From an optimization exercise on the open Yosys and OpenROAD flow, aimed at a short achievable clock period and few clock cycles per item; shortcuts taken in it are not production practice.
Function was checked by simulation only, so behaviour that the tests miss may differ from the original.
No activity file was given, so power comes from the tool's default toggle rates.

===== flow/config.mk =====
export PLATFORM = sky130hd
export DESIGN_NAME = multi_cycle_cpu
export DESIGN_NICKNAME = multi_cycle_cpu
export VERILOG_FILES = /design/flow/design.v
export SDC_FILE = /design/flow/constraint.sdc
export NUM_CORES = 4
export LEC_CHECK = 0
export ABC_CLOCK_PERIOD_IN_PS = 2000
export CAP_MARGIN = 20
export CORE_MARGIN = 2
export CORE_UTILIZATION = 30
export PLACE_DENSITY = 0.5
export SETUP_SLACK_MARGIN = 5
export SLEW_MARGIN = 20
export TNS_END_PERCENT = 100

===== flow/constraint.sdc =====
create_clock -name core_clock -period 8.0 [get_ports {clk}]
set_input_delay 1.6000 -clock core_clock [delete_from_list [all_inputs] [get_ports {clk}]]
set_output_delay 1.6000 -clock core_clock [all_outputs]
set_load 0.01 [all_outputs]

===== flow/design.v =====
module multi_cycle_cpu #(
    parameter int                ADDR_W   = 32,
    parameter logic [ADDR_W-1:0] RESET_PC = '0
) (
    input  logic                     clk,
    input  logic                     rst,
    output logic                     mem_req,
    output logic                     mem_we,
    output logic [ADDR_W-1:0]        mem_addr,
    output logic [31:0]              mem_wdata,
    input  logic [31:0]              mem_rdata,
    input  logic                     mem_ready,
    output logic [ADDR_W-1:0]        pc,
    output logic [31:0]              inst,
    output logic [2:0]               state,
    output logic                     halted,
    output logic                     illegal
);
    localparam int CI = 5;             
    localparam int CN = 1 << CI;
    localparam int TW = 30 - CI;       
    localparam int PW = 20;            
    localparam logic [5:0] OP_R = 6'h00, OP_J = 6'h02, OP_BEQ = 6'h04;
    localparam logic [5:0] OP_ADDI = 6'h08, OP_LW = 6'h23, OP_SW = 6'h2B;
    localparam logic [5:0] FN_ADD = 6'h20, FN_SUB = 6'h22, FN_AND = 6'h24, FN_OR = 6'h25, FN_SLT = 6'h2A;
    function automatic logic [31:0] kadd(input logic [31:0] a, input logic [31:0] b, input logic ci);
        logic [31:0] g, p, gn, pn, c;
        g = a & b;
        p = a ^ b;
        g[0] = g[0] | (p[0] & ci);
        for (int l = 1; l < 32; l = l * 2) begin
            gn = g;
            pn = p;
            for (int i = l; i < 32; i++) begin
                gn[i] = g[i] | (p[i] & g[i-l]);
                pn[i] = p[i] & p[i-l];
            end
            g = gn;
            p = pn;
        end
        c = {g[30:0], ci};
        kadd = a ^ b ^ c;
    endfunction
    logic [31:2]   fpc;                
    logic [CN-1:0] foh;                
    logic          fhit;               
    logic          pff;                
    logic          pfe;                
    logic [31:2]   pfa;                
    logic [31:2]   maddr;              
    logic [CN-1:0] cv;
    logic [CN-1:0] cj;                 
    logic [TW-1:0] ctag [CN];
    logic [31:0]   cdat [CN];
    logic        d_v;
    logic [31:0] d_ir;
    logic [31:2] d_pc4;
    logic        x_v, x_wr, x_ld, x_st, x_beq, x_ill, x_and, x_or, x_slt, x_inv;
    logic        sa_r, sa_w, sa_l, sa_x, sb_r, sb_w, sb_l, sb_x, x_add;
    logic        so_rp, so_rn, so_wp, so_wn, so_lp, so_ln, so_x;    
    logic [4:0]  x_rd;
    logic [31:0] xa, xb, xo, x_ir;
    logic [31:2] x_tgt, x_pc4;
    logic        w_v;                  
    logic [4:0]  w_rd;
    logic [31:0] res_q, w_res;
    logic        m_ld;                 
    logic [4:0]  m_rd;
    logic [31:0] ld_q;
    logic [31:0] rf [1:31];
    logic [31:0] rfr [32];             
    always_comb begin
        rfr[0] = 32'd0;
        for (int i = 1; i < 32; i++) rfr[i] = rf[i];
    end
    logic adv, x_hold;
    assign adv    = !mem_req || mem_ready;
    assign x_hold = x_v && x_ill;
    logic [31:0] af, bf, bo, sum, x_res;
    logic        slt, taken, x_mem;
    assign af    = (res_q & {32{sa_r}}) | (w_res & {32{sa_w}}) | (ld_q & {32{sa_l}}) | (xa & {32{sa_x}});
    assign bf    = (res_q & {32{sb_r}}) | (w_res & {32{sb_w}}) | (ld_q & {32{sb_l}}) | (xb & {32{sb_x}});
    assign bo    = (res_q & {32{so_rp}}) | (~res_q & {32{so_rn}}) | (w_res & {32{so_wp}}) | (~w_res & {32{so_wn}})
                   | (ld_q & {32{so_lp}}) | (~ld_q & {32{so_ln}}) | (xo & {32{so_x}});
    assign sum   = kadd(af, bo, x_inv);
    assign slt   = (af[31] ^ bf[31]) ? af[31] : sum[31];
    assign x_res = ((af & bf) & {32{x_and}}) | ((af | bf) & {32{x_or}}) | ({31'b0, slt} & {32{x_slt}})
                   | (sum & {32{x_add}});
    assign taken = x_v && x_beq && (af == bf);
    assign x_mem = x_v && (x_ld || x_st);
    logic [31:0]   c_dat, c_tag1, f_inst, fpc1w, fpc2w;
    logic          c_j, c_v1, h1, f_isj;
    logic [CN-1:0] foh1;
    logic [31:2]   fpc1, fpc2, jt;
    assign foh1 = {foh[CN-2:0], foh[CN-1]};
    always_comb begin
        c_dat  = '0;
        c_j    = 1'b0;
        c_tag1 = '0;
        c_v1   = 1'b0;
        for (int i = 0; i < CN; i++) begin
            c_dat  = c_dat | (cdat[i] & {32{foh[i]}});
            c_j    = c_j | (cj[i] & foh[i]);
            c_tag1[TW-1:0] = c_tag1[TW-1:0] | (ctag[i] & {TW{foh1[i]}});
            c_v1   = c_v1 | (cv[i] & foh1[i]);
        end
    end
    assign fpc1w  = kadd({fpc, 2'b00}, 32'd4, 1'b0);
    assign fpc2w  = kadd({fpc, 2'b00}, 32'd8, 1'b0);
    assign fpc1   = fpc1w[31:2];
    assign fpc2   = fpc2w[31:2];
    assign h1     = c_v1 && c_tag1[TW-1:0] == fpc1[31:CI+2];
    assign f_inst = pff ? mem_rdata : c_dat;
    assign f_isj  = pff ? mem_rdata[31:26] == OP_J : c_j;
    assign jt     = {fpc1[31:28], f_inst[25:0]};
    logic [5:0]  d_op, d_fn;
    logic [4:0]  d_rs, d_rt, d_rd, d_wd;
    logic [31:0] d_imm, d_tgtw;
    logic [31:2] d_tgt;
    logic        d_isr, d_rok, d_legal, d_use_rt, d_stall, d_br, d_wr;
    assign d_op  = d_ir[31:26];
    assign d_fn  = d_ir[5:0];
    assign d_rs  = d_ir[25:21];
    assign d_rt  = d_ir[20:16];
    assign d_rd  = d_ir[15:11];
    assign d_imm = {{16{d_ir[15]}}, d_ir[15:0]};
    assign d_isr = d_op == OP_R;
    assign d_rok = d_fn == FN_ADD || d_fn == FN_SUB || d_fn == FN_AND || d_fn == FN_OR || d_fn == FN_SLT;
    assign d_legal = (d_isr && d_rok) || d_op == OP_LW || d_op == OP_SW || d_op == OP_ADDI
                     || d_op == OP_BEQ || d_op == OP_J;
    assign d_wd  = d_isr ? d_rd : d_rt;
    assign d_wr  = ((d_isr && d_rok) || d_op == OP_ADDI || d_op == OP_LW) && d_wd != 5'd0;
    assign d_use_rt = d_isr || d_op == OP_SW || d_op == OP_BEQ;
    assign d_stall = d_v && x_v && x_ld && x_rd != 5'd0
                     && (x_rd == d_rs || (d_use_rt && x_rd == d_rt));
    assign d_tgtw = kadd({d_pc4, 2'b00}, {d_imm[29:0], 2'b00}, 1'b0);
    assign d_tgt  = d_tgtw[31:2];
    assign d_br   = d_v && d_op == OP_BEQ && d_rs == d_rt && d_ir[15:0] != 16'd0;
    logic fa_r, fa_w, fa_l, fb_r, fb_w, fb_l, d_inv;
    assign d_inv = d_isr && (d_fn == FN_SUB || d_fn == FN_SLT);
    assign fa_r = x_v && x_wr && !x_ld && x_rd == d_rs;
    assign fa_w = !fa_r && w_v && w_rd == d_rs;
    assign fa_l = !fa_r && m_ld && m_rd == d_rs;
    assign fb_r = x_v && x_wr && !x_ld && x_rd == d_rt;
    assign fb_w = !fb_r && w_v && w_rd == d_rt;
    assign fb_l = !fb_r && m_ld && m_rd == d_rt;
    assign mem_addr = {maddr, 2'b00};
    assign pc       = {x_pc4, 2'b00};
    assign inst     = x_ir;
    assign state    = {halted, 1'b0, halted};
    assign illegal  = halted;
    logic [31:2]   fpc_n, ahead;
    logic [31:0]   aheadw, pfa1w;
    logic          redir, hold, seq, nh, pf_win, pf_le;
    logic [CI-1:0] fi_n;
    logic [31:2] nr_pc;
    logic        jmp, nh_seq, nh_hold, use_pf;
    assign hold  = d_stall || x_hold || !(fhit || pff);
    assign nr_pc = hold ? fpc : fpc1;
    assign jmp   = !hold && f_isj;
    assign redir = taken || d_br || jmp;
    assign seq   = !hold;
    always_comb begin
        if (taken)     fpc_n = x_tgt;
        else if (d_br) fpc_n = d_tgt;
        else if (jmp)  fpc_n = jt;
        else           fpc_n = nr_pc;
    end
    assign fi_n = fpc_n[CI+1:2];
    assign nh_seq  = (mem_req && (pfe || mem_we) && maddr[CI+1:2] == fpc1[CI+1:2]) ? (pfe && maddr == fpc1) : h1;
    assign nh_hold = (mem_req && (pfe || mem_we) && maddr[CI+1:2] == fpc[CI+1:2])  ? (pfe && maddr == fpc)  : (fhit || pff);
    assign nh      = hold ? nh_hold : nh_seq;
    assign use_pf  = pf_win && !(hold && !(fhit || pff));
    assign aheadw = kadd({pfa, 2'b00}, {~fpc, 2'b00}, 1'b0);    
    assign ahead  = aheadw[31:2];
    assign pf_le  = ahead[31];                                 
    assign pf_win = !ahead[31] && ahead < 30'(PW);
    assign pfa1w  = kadd({pfa, 2'b00}, 32'd4, 1'b0);
    always_ff @(posedge clk) begin
        if (rst) begin
            fpc     <= RESET_PC[31:2];
            foh     <= CN'(1) << RESET_PC[CI+1:2];
            fhit    <= 1'b0;
            maddr   <= RESET_PC[31:2];
            pfa     <= RESET_PC[31:2] + 30'd1;
            mem_req <= 1'b1;
            mem_we  <= 1'b0;
            pff     <= 1'b1;
            pfe     <= 1'b1;
            d_v     <= 1'b0;
            x_v     <= 1'b0;
            w_v     <= 1'b0;
            m_ld    <= 1'b0;
            halted  <= 1'b0;
        end else if (adv && !halted) begin
            fpc  <= fpc_n;
            foh  <= CN'(1) << fi_n;
            fhit <= nh && !redir;
            if (!(redir || x_mem || x_hold)) begin
                if (use_pf)     pfa <= pfa1w[31:2];
                else if (pf_le || !(fhit || pff)) pfa <= seq ? fpc2 : fpc1;    
            end
            if (x_hold) begin
                mem_req <= 1'b0;
                mem_we  <= 1'b0;
                pff     <= 1'b0;
                pfe     <= 1'b0;
                halted  <= 1'b1;
            end else begin
                mem_req <= 1'b1;
                mem_we  <= x_mem && x_st;
                pfe     <= !x_mem;
                pff     <= !x_mem && (redir || !use_pf || pfa == nr_pc);
                if (x_mem) maddr <= sum[31:2];
                else if (taken) maddr <= x_tgt;
                else if (d_br)  maddr <= d_tgt;
                else if (jmp)   maddr <= jt;
                else if (use_pf) maddr <= pfa;
                else            maddr <= nr_pc;
                if (x_mem) mem_wdata <= bf;
            end
            m_ld  <= x_v && x_ld && x_rd != 5'd0 && !x_hold;
            m_rd  <= x_rd;
            if (m_ld) ld_q <= mem_rdata;
            w_v   <= x_v && x_wr && !x_ld && !x_hold;
            w_rd  <= x_rd;
            res_q <= x_res;
            w_res <= res_q;
            if (taken || d_br) d_v <= 1'b0;
            else if (!hold) begin
                d_v   <= 1'b1;
                d_ir  <= f_inst;
                d_pc4 <= fpc1;
            end else if (!d_stall && !x_hold) d_v <= 1'b0;
            if (!x_hold) begin
                x_v   <= d_v && !d_stall && !taken && !d_br;
                x_wr  <= d_wr;
                x_rd  <= d_wd;
                x_ld  <= d_op == OP_LW;
                x_st  <= d_op == OP_SW;
                x_beq <= d_op == OP_BEQ;
                x_ill <= !d_legal;
                x_and <= d_isr && d_fn == FN_AND;
                x_or  <= d_isr && d_fn == FN_OR;
                x_slt <= d_isr && d_fn == FN_SLT;
                x_inv <= d_inv;
                xa    <= rfr[d_rs];
                xb    <= rfr[d_rt];
                xo    <= !d_isr ? d_imm : d_inv ? ~rfr[d_rt] : rfr[d_rt];
                so_rp <= d_isr && fb_r && !d_inv;
                so_rn <= d_isr && fb_r && d_inv;
                so_wp <= d_isr && fb_w && !d_inv;
                so_wn <= d_isr && fb_w && d_inv;
                so_lp <= d_isr && fb_l && !d_inv;
                so_ln <= d_isr && fb_l && d_inv;
                so_x  <= !d_isr || !(fb_r || fb_w || fb_l);
                sa_r  <= fa_r;
                sa_w  <= fa_w;
                sa_l  <= fa_l;
                sa_x  <= !(fa_r || fa_w || fa_l);
                sb_r  <= fb_r;
                sb_w  <= fb_w;
                sb_l  <= fb_l;
                sb_x  <= !(fb_r || fb_w || fb_l);
                x_add <= !d_isr || d_fn == FN_ADD || d_fn == FN_SUB;
                x_tgt <= d_tgt;
                x_pc4 <= d_pc4;
                x_ir  <= d_ir;
            end
        end
    end
    always_ff @(posedge clk) begin
        if (rst) begin
            cv <= '0;
        end else if (mem_req && mem_ready) begin
            if (pfe) begin
                cv[maddr[CI+1:2]]   <= 1'b1;
                cj[maddr[CI+1:2]]   <= mem_rdata[31:26] == OP_J;
                ctag[maddr[CI+1:2]] <= maddr[31:CI+2];
                cdat[maddr[CI+1:2]] <= mem_rdata;
            end else if (mem_we && ctag[maddr[CI+1:2]] == maddr[31:CI+2]) begin
                cv[maddr[CI+1:2]] <= 1'b0;
            end
        end
    end
    always_ff @(posedge clk) begin
        if (rst) begin
            for (int i = 1; i < 32; i++) rf[i] <= '0;
        end else begin
            for (int i = 1; i < 32; i++) begin
                if (w_v && w_rd == 5'(i) && adv) rf[i] <= res_q;
                else if (m_ld && mem_ready && m_rd == 5'(i)) rf[i] <= mem_rdata;
            end
        end
    end
endmodule

===== flow/run.sh =====
#!/bin/bash
# synth_recipe.tcl (not shown) runs the flow's synth.tcl, then flattens the netlist and writes it again
# the make line also repeats each setting of config.mk as NAME=value (left out here)
make -C /OpenROAD-flow-scripts/flow DESIGN_CONFIG=/design/flow/config.mk WORK_HOME=/design/flow/orfs CLKGATE_MAP_FILE= SYNTH_SCRIPT=/design/flow/synth_recipe.tcl finish

==> reports/results.ini <==
[hold_path]
hold_path_class = reg2reg
holdPathStages = 2

[clocking]
cts_sinks = 3430
cts_tree = built
cts_root_buf = clkbuf_16
cts_made_buffers = 366
cts_buffer_depth = 4
clk_pin_slew_ns = 0.07
clk_latency_ns = 1.07
h-tree-depth = 5
cts_hold_buf = 0

[yosys]
synth-seq-cells = 3430
yosysUniqueCellTypes = 92
synth_edf_count = 2269
netlist_area_um2 = 154000
synth_xor_area_share_pct = 1.88
ys_seq_area_share_pct = 59.3
synthMuxAreaShare_pct = 4.79
synthCells = 13000
synth_compound_area_share_pct = 20.2
syn_area_per_cell_um2 = 11.8
ys.warnings.count = 3
yosysTopAreaCell = edfxtp_1
synth_area_leaders = edfxtp_1 44%, dfxtp_1 15%, a22oi_1 5.5%, mux4_2 3.7%, a211oi_1 3.3%
async_flop_share_pct = 0
yosysTopAreaCellShare_pct = 44.3
ys.flop_type = edfxtp_1
synth-simple-area-share_pct = 9.06
synth_top_family_by_area = compound AO/OA/AOI/OAI gates
yosys.area_share.adder_pct = 1.33

[die]
die_w_um = 720
initial_core_util_pct = 30.1
rows = 263
core_um2 = 512000
die_area_um2 = 519000
io_pins = 170
die_y_um = 720

[timing]
fmaxAchievable_ghz = 0.232
hold_violations = 0
fin_crit_sh_pct = 53.9
tightestPinTransition_ns = 1.23
fin_skew_ns = 0.149
layout_min_cycle_time_ns = 4.32
rsz0062_at_grt = true
tns_ns = 0
slew_violations = 0
slew_headroom_pct = 18.3
setup_viol = 0

[cells_and_area]
drive_above_1_share_pct = 26.4
fillers = 48400
nets = 14200
syn_to_final_growth_pct = 29.1

[critical_path]
crit_required_ns = 8.95
ff2ff_setup_slack_ns = 3.68
cp_slowest_cell = edfxtp_1
crit_chain = buf_12 -> buf_4 -> mux2i_1 -> nand4_1 -> ha_4 -> a211oi_2 -> nand2_1 -> a221o_1 -> a41oi_2 -> o21ai_4 -> buf_6 -> a21o_1 -> a21o_4 -> a21o_1 -> a21oi_4 -> xnor2_4 -> buf_12 -> a21oi_4 -> a2111oi_4
startpoint = so_wp
rr_worst_depth = 19
r2r_end = maddr[20]
critical_path_class = reg2reg
cp-end-kind = register
timing.rr.start = so_wp
crit_path_max_fanout = 7
arrival_ns = 5.26
cpPeakStageDelay_ns = 0.53
setup.worst_path.start_class = register
cp-endpoint = maddr[20]

[global_route]
grt_pass1_wl_mm = 1160
grt_use_total_pct = 32.3
grt_pass1_vias = 127000
gr-total-overflow = 0
grt_max_degree = 214
antenna_found_initial = 96

[place]
gp_congestion = 1.00
io_buffer_count = 164
dpl.hpwl_mm = 484

[drt]
wire_per_inst_um = 42.4
wl_mm = 893
vias_per_cell = 6.76
drt.antenna.violating_nets = 0
num_vias = 142000
first_iter_violations = 30900
drc_errors = 0
dr.pass1.iters = 19

[pwr]
power_leakage_nw = 65.7
power_density_nw_per_um2 = 234
ir_drop_uv = 173
design_power_total_w = 0.0466

[job]
cap_violations = 0

[run_status]
outcome = complete, no violations

-- synthesized netlist by cell type, types with 27 or more instances --
| master | number |
|---|---|
| o21ai_0 | 180 |
| nor4_1 | 50 |
| buf_1 | 133 |
| and2_1 | 31 |
| a22o_1 | 410 |
| o21ai_1 | 44 |
| inv_1 | 215 |
| dfxtp_1 | 1161 |
| o221ai_1 | 27 |
| mux2i_1 | 153 |
| nand4_1 | 296 |
| a222oi_1 | 109 |
| a21oi_1 | 648 |
| nand3_1 | 296 |
| or4_1 | 65 |
| a211oi_1 | 670 |
| mux4_2 | 250 |
| or3_1 | 33 |
| nand2_1 | 767 |
| edfxtp_1 | 2269 |
| and3_1 | 31 |
| a21o_1 | 38 |
| a221oi_1 | 422 |
| nor2_1 | 1251 |
| clkbuf_1 | 963 |
| o211ai_1 | 304 |
| nor3_1 | 141 |
| a22oi_1 | 1133 |
| ha_1 | 159 |
| xor2_1 | 116 |
| nand2b_1 | 33 |
| xnor2_1 | 214 |
| buf_2 | 48 |
-- where the power goes --
group | internal, W | switching [W]
clock | 0.00984 | 0.00785
combinational | 0.00336 | 0.00562
sequential | 0.0193 | 0.000530
-- cell usage in the layout, fill, tap and decap left out, drive strengths merged, types with 66 or more instances in the layout --
cell type / netlist / routed
edfxtp: 2269 / 2269
buf: 195 / 1627
nor2: 1251 / 1259
dfxtp: 1161 / 1161
a22oi: 1133 / 1133
nand2: 767 / 767
a211oi: 674 / 674
a21oi: 649 / 650
clkbuf: 963 / 516
a221oi: 423 / 423
a22o: 410 / 410
o211ai: 304 / 304
nand4: 296 / 296
nand3: 296 / 296
mux4: 250 / 250
o21ai: 226 / 226
inv: 215 / 220
xnor2: 214 / 214
ha: 159 / 159
mux2i: 153 / 153
nor3: 141 / 141
clkinv: 2 / 118
xor2: 116 / 116
a222oi: 109 / 109
diode: 0 / 72
or4: 66 / 66
-- metrics by stage --
| step | cell area [um2] | std cells | worst slack (ns) | utilization, % | hold slack [ns] |
|---|---|---|---|---|---|
| after global placement | 165000 | 19300 | 1.67 | 32.3 | 0.427 |
| after floorplan | 155000 | 13000 | 3.74 | - | 0.424 |
| after global routing | 199000 | 21000 | 3.57 | 38.8 | 0.481 |
| after detailed placement | 165000 | 19300 | 1.64 | 32.3 | 0.434 |
| final | 199000 | 21100 | 3.68 | 38.8 | 0.475 |
| after CTS | 194000 | 20800 | 3.79 | 37.8 | 0.468 |
-- timing repair --
| action | CTS | global route |
|---|---|---|
| pin swaps | 564 | 383 |
| buffers inserted | 716 | 210 |
| resized for setup | 2375 | 541 |
| gates cloned | 102 | 22 |
| setup endpoints to repair | 3708 | 1399 |
-- critical path: cells and delay by family, from the launching register on --
family	cells	cell delay, ns
adder cells (fa/ha/maj)	1	0.26
AND/OR/NAND/NOR	2	0.35
flip-flops	1	0.53
XOR/XNOR	1	0.16
multiplexers	1	0.17
buffers and inverters	4	0.66
AO/OA/AOI/OAI	10	2.11
-- worst min-delay path by stage --
stage	start	endpoint	slack, ns
after floorplan	res_q[11]	w_res[11]	0.42
after global placement	maddr[25]	maddr[25]	0.43
after detailed placement	maddr[25]	maddr[25]	0.43
after CTS	rf[29][1]	rf[29][1]	0.47
after global routing	rf[29][1]	rf[29][1]	0.48
final	fhit	fhit	0.48
-- cells by family (layout without fill, tap and decap cells) --
logic type | Yosys count | count (layout)
flops | 3430 | 3430
buf+inv | 1375 | 2595
mux | 422 | 422
simple gates | 3087 | 3097
other cells | 1 | 77
fa+ha+maj | 162 | 162
xor+xnor | 330 | 330
compound gates | 4214 | 4216
-- per-layer routing --
layer	wire (um)	vias to the layer above	global-route usage (%)
met5	2070	-	0.693
met4	77100	90	21.1
met3	148000	3843	15.1
met2	349000	14200	44.0
met1	317000	70900	40.6
li1	-	53500	-
-- sequential cells by signal (all words and copies together), names as in the netlist, 5 cells and up, named ones only --
| register | flops |
|---|---|
| mem_wdata | 32 |
| x_rd | 5 |
| ld_q | 32 |
| res_q | 32 |
| maddr | 30 |
| x_pc4 | 30 |
| d_ir | 32 |
| w_rd | 5 |
| cdat | 1024 |
| w_res | 32 |
| rf | 992 |
| x_ir | 32 |
| ctag | 800 |
| xb | 32 |
| x_tgt | 30 |
| xo | 32 |
| foh | 32 |
| xa | 32 |
| fpc | 29 |
| d_pc4 | 30 |
| cj | 32 |
| pfa | 30 |
-- area by class of cell --
class / instances / area (um2) / share of cell area (%)
antenna: 72 / 180 / 0.0906
tap: 6757 / 8450 / 4.25
inverter: 217 / 921 / 0.463
sequential: 3430 / 91700 / 46.1
clock inverter: 174 / 1920 / 0.964
timing repair inverter: 3 / 26.3 / 0.0132
multi-input combinational: 8232 / 64900 / 32.7
timing repair buffer: 1706 / 20600 / 10.4
clock buffer: 495 / 10100 / 5.06
Testbench counts, summed over its fixed seeds: cycles 19,201, instrs 16,533.

-- afterwards: timing with drivers on the ports --
How much do the figures lean on ideal ports? The routed layout below was timed once more, with nothing changed but the port constraints. Step 1 assumes that a clkbuf_16 drives the clock port and a buf_2 every other input. Step 2 also shifts input and output timing later by t, the mid clock arrival at the registers, as if the neighbouring blocks saw the same clock. Slacks: ideal / step 1 / step 2; pairs: ideal / step 1.
shift t [ns]: 1.138
setup WS [ns]: 3.684 / 3.684 / 3.065
slew at the worst register clock pin (ns): 0.07 / 0.07
cell pins on the clock port's net: 1
After both steps this run still meets setup and hold. For this run, drivers alone change the setup slack by 0.000 ns; drivers and shift together by -0.619 ns.
